From an optimization exercise on the open Yosys and OpenROAD flow, aimed at small area; shortcuts taken in it are not production practice.
Where RTL was checked, it was by simulation tests only, not by an equivalence proof against the original.

==> wip/cedar: inputs <==
// eqPath
module eqPath (
    input  logic      S_AXI_ACLK,
    input  logic      S_AXI_ARESETN,
    input  logic      hostWr,
    input  eqPathPkg::hostAddr_t hostAddr,
    input  eqPathPkg::hostData_t hostData,
    input  logic      ADC_SDO,
    output logic      ADC_SCK,
    output logic      ADC_SDI,
    output logic      ADC_CONV_CS,
    output logic      DAC_SCK,
    output logic      DAC_SDI,
    output logic      DAC_CONV_CS
);
==> module eqPath, before the edit <==
module eqPath (
    input  logic      S_AXI_ACLK,
    input  logic      S_AXI_ARESETN,
    input  logic      hostWr,
    input  eqPathPkg::hostAddr_t hostAddr,
    input  eqPathPkg::hostData_t hostData,
    input  logic      ADC_SDO,
    output logic      ADC_SCK,
    output logic      ADC_SDI,
    output logic      ADC_CONV_CS,
    output logic      DAC_SCK,
    output logic      DAC_SDI,
    output logic      DAC_CONV_CS
);
    localparam logic [8:0] CNT_RST = 9'd29;
    logic [8:0]  cnt;
    logic        lastCh;         
    logic [15:0] staged0, staged1;
    logic [15:0] gainRot;        
    logic [15:0] sample;         
    logic [17:0] acc;            
    logic adcWin, dacWin, dataWin, mulWin, mulLast, accEn, sampleEn, gainLoad;
    assign adcWin   = (cnt >= 9'd30)  && (cnt <= 9'd93);
    assign dacWin   = (cnt >= 9'd96)  && (cnt <= 9'd191);
    assign dataWin  = (cnt >= 9'd128) && (cnt <= 9'd191);
    assign mulWin   = (cnt >= 9'd93)  && (cnt <= 9'd108);
    assign mulLast  = (cnt == 9'd108);
    assign accEn    = !((cnt >= 9'd109) && (cnt <= 9'd191));
    assign sampleEn = adcWin && (cnt[1:0] == 2'd3);
    assign gainLoad = (cnt == 9'd193);
    always_ff @(posedge S_AXI_ACLK) begin
        if (!S_AXI_ARESETN) begin
            cnt    <= CNT_RST;
            lastCh <= 1'b1;
        end else begin
            cnt <= (cnt == 9'd299) ? 9'd0 : cnt + 9'd1;
            if (cnt == CNT_RST) lastCh <= ~lastCh;
        end
    end
    logic        hit;
    logic [15:0] hostGain;
    assign hit      = hostWr && (hostAddr[3:0] == 4'hC);
    assign hostGain = S_AXI_ARESETN ? hostData[15:0] : 16'h4000;
    always_ff @(posedge S_AXI_ACLK) begin
        if (!S_AXI_ARESETN || (hit && !hostAddr[4])) staged0 <= hostGain;
        if (!S_AXI_ARESETN || (hit &&  hostAddr[4])) staged1 <= hostGain;
    end
    logic [15:0] nextGain;
    assign nextGain = lastCh ? staged1 : staged0;
    always_ff @(posedge S_AXI_ACLK) begin
        if (!S_AXI_ARESETN)  gainRot <= 16'h4000;
        else if (gainLoad)   gainRot <= {nextGain[8:0], nextGain[15:9]};
        else                 gainRot <= {gainRot[0], gainRot[15:1]};
    end
    always_ff @(posedge S_AXI_ACLK) begin
        if (sampleEn) sample <= {sample[14:0], ADC_SDO};
    end
    logic        mulBit, sub;
    logic [16:0] addend, sum;
    assign mulBit = mulWin && gainRot[0];
    assign sub    = mulBit && mulLast;      
    assign addend = ({17{mulBit}} & {~sample[15], ~sample[15], sample[14:0]}) ^ {17{sub}};
    assign sum    = {acc[17], acc[17:2]} + addend + {16'd0, sub};
    always_ff @(posedge S_AXI_ACLK) begin
        if (accEn) acc <= {sum[16] & mulWin, sum[15:0], acc[1]};
    end
    logic       sat;
    logic [3:0] bitIdx;
    logic       dataBit;
    assign sat     = !((acc[17] == acc[16]) && (acc[16] == acc[15]));
    assign bitIdx  = cnt[5:2];
    assign dataBit = sat ? ~acc[17] : (acc[15 - bitIdx] ^ (bitIdx == 4'd0));
    assign ADC_CONV_CS = !adcWin;
    assign ADC_SCK     = adcWin && !cnt[1];
    assign ADC_SDI     = ((cnt >= 9'd30) && (cnt <= 9'd33)) || ((cnt >= 9'd34) && (cnt <= 9'd37) && lastCh);
    assign DAC_CONV_CS = !dacWin;
    assign DAC_SCK     = dacWin && cnt[1];
    assign DAC_SDI     = dataWin ? dataBit
                       : (dacWin && ((cnt[4:3] == 2'b01) || ((cnt[4:2] == 3'b111) && !lastCh)));
endmodule
==> flow/config.mk <==
export PLATFORM = sky130hd
export DESIGN_NAME = eqPath
export DESIGN_NICKNAME = eqPath
export VERILOG_FILES = /design/flow/design.v
export SDC_FILE = /design/flow/constraint.sdc
export NUM_CORES = 4
export LEC_CHECK = 0
export CAP_MARGIN = 20
export CORE_MARGIN = 2
export CORE_UTILIZATION = 40
export SLEW_MARGIN = 20
==> flow/constraint.sdc <==
create_clock -name core_clock -period 10.0 [get_ports {S_AXI_ACLK}]
set_input_delay 2.0000 -clock core_clock [delete_from_list [all_inputs] [get_ports {S_AXI_ACLK}]]
set_output_delay 2.0000 -clock core_clock [all_outputs]
set_load 0.01 [all_outputs]
run.sh (not shown) runs the stock make flow with config.mk's settings and CLKGATE_MAP_FILE= SYNTH_SCRIPT=/design/flow/synth_recipe.tcl, a recipe that flattens the netlist after the stock synthesis.
==> wip/onyx: changes against wip/cedar <==
==> flow/design.v (replaced) <==
package eqPathPkg;
    typedef logic [16-1:0]        sample_t;      
    typedef logic signed [16-1:0] gain_t;        
    typedef logic                            channel_t;
    typedef logic [24-1:0]      dacWord_t;
    typedef logic [9-1:0]     hostAddr_t;
    typedef logic [32-1:0]     hostData_t;
    typedef struct packed {
        channel_t channel;
        sample_t  sample;
    } sampleBeat_t;
    typedef struct packed {
        gain_t ch1;
        gain_t ch0;
    } gainPair_t;
    typedef enum logic [1:0] {
        IDLE,
        SHIFT,
        DONE
    } spiState_t;
endpackage
module eqPath (
    input  logic      S_AXI_ACLK,
    input  logic      S_AXI_ARESETN,
    input  logic      hostWr,
    input  eqPathPkg::hostAddr_t hostAddr,
    input  eqPathPkg::hostData_t hostData,
    input  logic      ADC_SDO,
    output logic      ADC_SCK,
    output logic      ADC_SDI,
    output logic      ADC_CONV_CS,
    output logic      DAC_SCK,
    output logic      DAC_SDI,
    output logic      DAC_CONV_CS
);
    localparam logic [8:0] CNT_RST = 9'd265;
    logic [8:0] cnt;
    logic       tag;     
    logic adcWin, adcSck, sampleEn, adcSdi0, adcSdi1, dacWin, dacSck, dataWin, dacOne, dacTag, mulWin, mulLast, gainLoad, jump0, jump1;
    assign adcWin   = (cnt[8] && cnt[7] && !cnt[6]);
    assign adcSck   = (cnt[8] && cnt[7] && cnt[1]);
    assign sampleEn = (cnt[7] && !cnt[6] && !cnt[1] && cnt[0]);
    assign adcSdi0  = (cnt[8] && cnt[7] && !cnt[6] && !cnt[5] && !cnt[4] && !cnt[3] && !cnt[2]);
    assign adcSdi1  = (cnt[8] && cnt[7] && !cnt[5] && !cnt[4] && !cnt[3] && cnt[2]);
    assign dacWin   = (!cnt[8] && !cnt[7]);
    assign dacSck   = (!cnt[8] && !cnt[7] && cnt[1]);
    assign dataWin  = (!cnt[7] && cnt[6]);
    assign dacOne   = (!cnt[8] && !cnt[7] && !cnt[4] && cnt[3]);
    assign dacTag   = (!cnt[7] && cnt[4] && cnt[3] && cnt[2]);
    assign mulWin   = (!cnt[7] && cnt[4]);
    assign mulLast  = (cnt[3] && cnt[2] && cnt[1] && cnt[0]);
    assign gainLoad = (!cnt[8] && !cnt[6] && !cnt[5] && !cnt[4] && !cnt[3] && !cnt[2] && !cnt[1] && cnt[0]);
    assign jump0    = (cnt[8] && !cnt[7] && cnt[3] && cnt[0]);
    assign jump1    = (cnt[8] && cnt[6] && cnt[0]);
    always_ff @(posedge S_AXI_ACLK) begin
        if (!S_AXI_ARESETN) begin
            cnt <= CNT_RST;
            tag <= 1'b0;
        end else begin
            cnt <= jump0 ? 9'd384 : (jump1 ? 9'd32 : (cnt + 9'd1));
            if (jump1) tag <= ~tag;
        end
    end
    logic [15:0] staged0, staged1;
    logic [15:0] sample;         
    logic [17:0] acc;            
    logic        hit;
    logic [15:0] hostGain;
    assign hit      = hostWr && (hostAddr[3:0] == 4'hC);
    assign hostGain = S_AXI_ARESETN ? hostData[15:0] : 16'h4000;
    always_ff @(posedge S_AXI_ACLK) begin
        if (!S_AXI_ARESETN || (hit && !hostAddr[4])) staged0 <= hostGain;
        if (!S_AXI_ARESETN || (hit &&  hostAddr[4])) staged1 <= hostGain;
    end
    logic [15:0] nextGain;
    logic [16:0] gainRing;
    logic        afterReset;
    logic        gainNeg;        
    assign nextGain = tag ? staged0 : staged1;
    always_ff @(posedge S_AXI_ACLK) begin
        afterReset <= !S_AXI_ARESETN;
        if (gainLoad || afterReset) begin
            gainRing <= {nextGain[2:0], gainRing[14], nextGain[15:3]};
            gainNeg  <= nextGain[15];
        end else begin
            gainRing <= {gainRing[0], gainRing[16:1]};
        end
    end
    always_ff @(posedge S_AXI_ACLK) begin
        if (sampleEn) sample <= {sample[14:0], ADC_SDO ^ gainNeg};
    end
    logic        negSeen;        
    logic        mulBit;
    logic [16:0] addend, sum;
    assign mulBit = mulWin && (gainRing[0] ^ (gainNeg && negSeen));
    assign addend = {17{mulBit}} & {~sample[15], ~sample[15], sample[14:0]};
    always_ff @(posedge S_AXI_ACLK) begin
        negSeen <= mulWin && (negSeen || gainRing[0]);
    end
    logic [16:0] accExt;
    logic [17:0] carry;
    assign accExt   = {acc[17], acc[17:2]};
    assign carry[0] = mulBit && gainNeg;
    for (genvar i = 0; i < 17; i++) begin : g_add
        assign sum[i]     = accExt[i] ^ addend[i] ^ carry[i];
        assign carry[i+1] = (accExt[i] & addend[i]) | (carry[i] & (accExt[i] ^ addend[i]));
    end
    always_ff @(posedge S_AXI_ACLK) begin
        if (!dataWin) acc <= {sum[16] & mulWin, sum[15:0], acc[1]};
    end
    logic       sat;
    logic [3:0] bitIdx;
    logic       dataBit;
    assign sat     = !((acc[17] == acc[16]) && (acc[16] == acc[15]));
    assign bitIdx  = cnt[5:2];
    assign dataBit = sat ? ~acc[17] : (acc[15 - bitIdx] ^ (bitIdx == 4'd0));
    assign ADC_CONV_CS = !adcWin;
    assign ADC_SCK     = adcSck;
    assign ADC_SDI     = adcSdi0 || (adcSdi1 && tag);
    assign DAC_CONV_CS = !dacWin;
    assign DAC_SCK     = dacSck;
    assign DAC_SDI     = dataWin ? dataBit : (dacOne || (dacTag && tag));
endmodule
==> flow/flow/run.sh (new file) <==
#!/bin/bash
# The standard ORFS layout, with the smallest buffer on the ports and
# downsizing of cells on paths with slack to spare.
set -euo pipefail
bash standard.sh "BUFFER_PORTS_ARGS=-buffer_cell sky130_fd_sc_hd__buf_1" RECOVER_POWER=100 finish > make.log 2>&1
==> flow/standard.sh (new file) <==
#!/bin/bash
# synth_recipe.tcl (not shown) runs the flow's synth.tcl, then flattens the netlist and writes it again
# the make line also repeats each setting of config.mk as NAME=value (left out here)
make -C /OpenROAD-flow-scripts/flow DESIGN_CONFIG=/design/flow/config.mk WORK_HOME=/design/flow/orfs CLKGATE_MAP_FILE= SYNTH_SCRIPT=/design/flow/synth_recipe.tcl "${@:-finish}"
CORE_UTILIZATION = 65   (was 40)
CTS_BUF_LIST = sky130_fd_sc_hd__clkbuf_8   (was not set)
removed: flow/run.sh
==> flow_summary.toml <==
[outcome]
outcome = "complete, no violations"

[layout]
final-seq-area_um2 = 2500
buffers = 33
fill_cells = 1073
buf_share_pct = 5.89

[timing]
tightest_slew_ns = 1.04
whs_ns = 0.464

[cts]
path_clk_slew_ns = 0.07

[power]
p_per_area_nw_per_um2 = 168

[yosys]
synth_compound_area_share_pct = 12.8
syn_area_per_cell_um2 = 11.4

[worst_setup_path]
r2r_start = "cnt[2]$_SDFF_PN1_"

[place]
dp_slack_ns = 5.29
# the run above: wip/cedar

==> flow_summary.toml <==
[yosys]
synth_compound_area_share_pct = 5.74
syn_area_per_cell_um2 = 13.3

[layout]
buffers = 35
final-seq-area_um2 = 2590
buf_share_pct = 2.95

[power]
p_per_area_nw_per_um2 = 163

[outcome]
outcome = "complete, no violations"

[timing]
tightest_slew_ns = 1.29

[cts]
path_clk_slew_ns = 0.09
# the run above: wip/onyx

The RTL of wip/onyx was laid out without a check of its function.

==> afterwards: timing with drivers on the ports <==
How much do the figures lean on ideal ports? The routed layouts below were timed once more, with nothing changed but the port constraints.
Step 1 assumes that a clkbuf_16 drives the clock port and a buf_2 every other input.
Step 2 adds t to the input delays and takes it off the output delays; t is the mean of the earliest and latest rising clock arrival at the registers after step 1. Input paths then give back, and output paths get back, about the clock's delay inside the block.
Slacks: ideal / step 1 / step 2; pairs: ideal / step 1.
| run | t, ns | setup WS [ns] | worst slew at a driven data input, ns |
|---|---|---|---|
| wip/cedar | 0.382 | 4.895 / 4.859 / 5.240 | 0.04 |
| wip/onyx | 0.381 | 2.688 / 2.688 / 2.688 | 0.03 |
After both steps setup and hold are still met in every run listed.
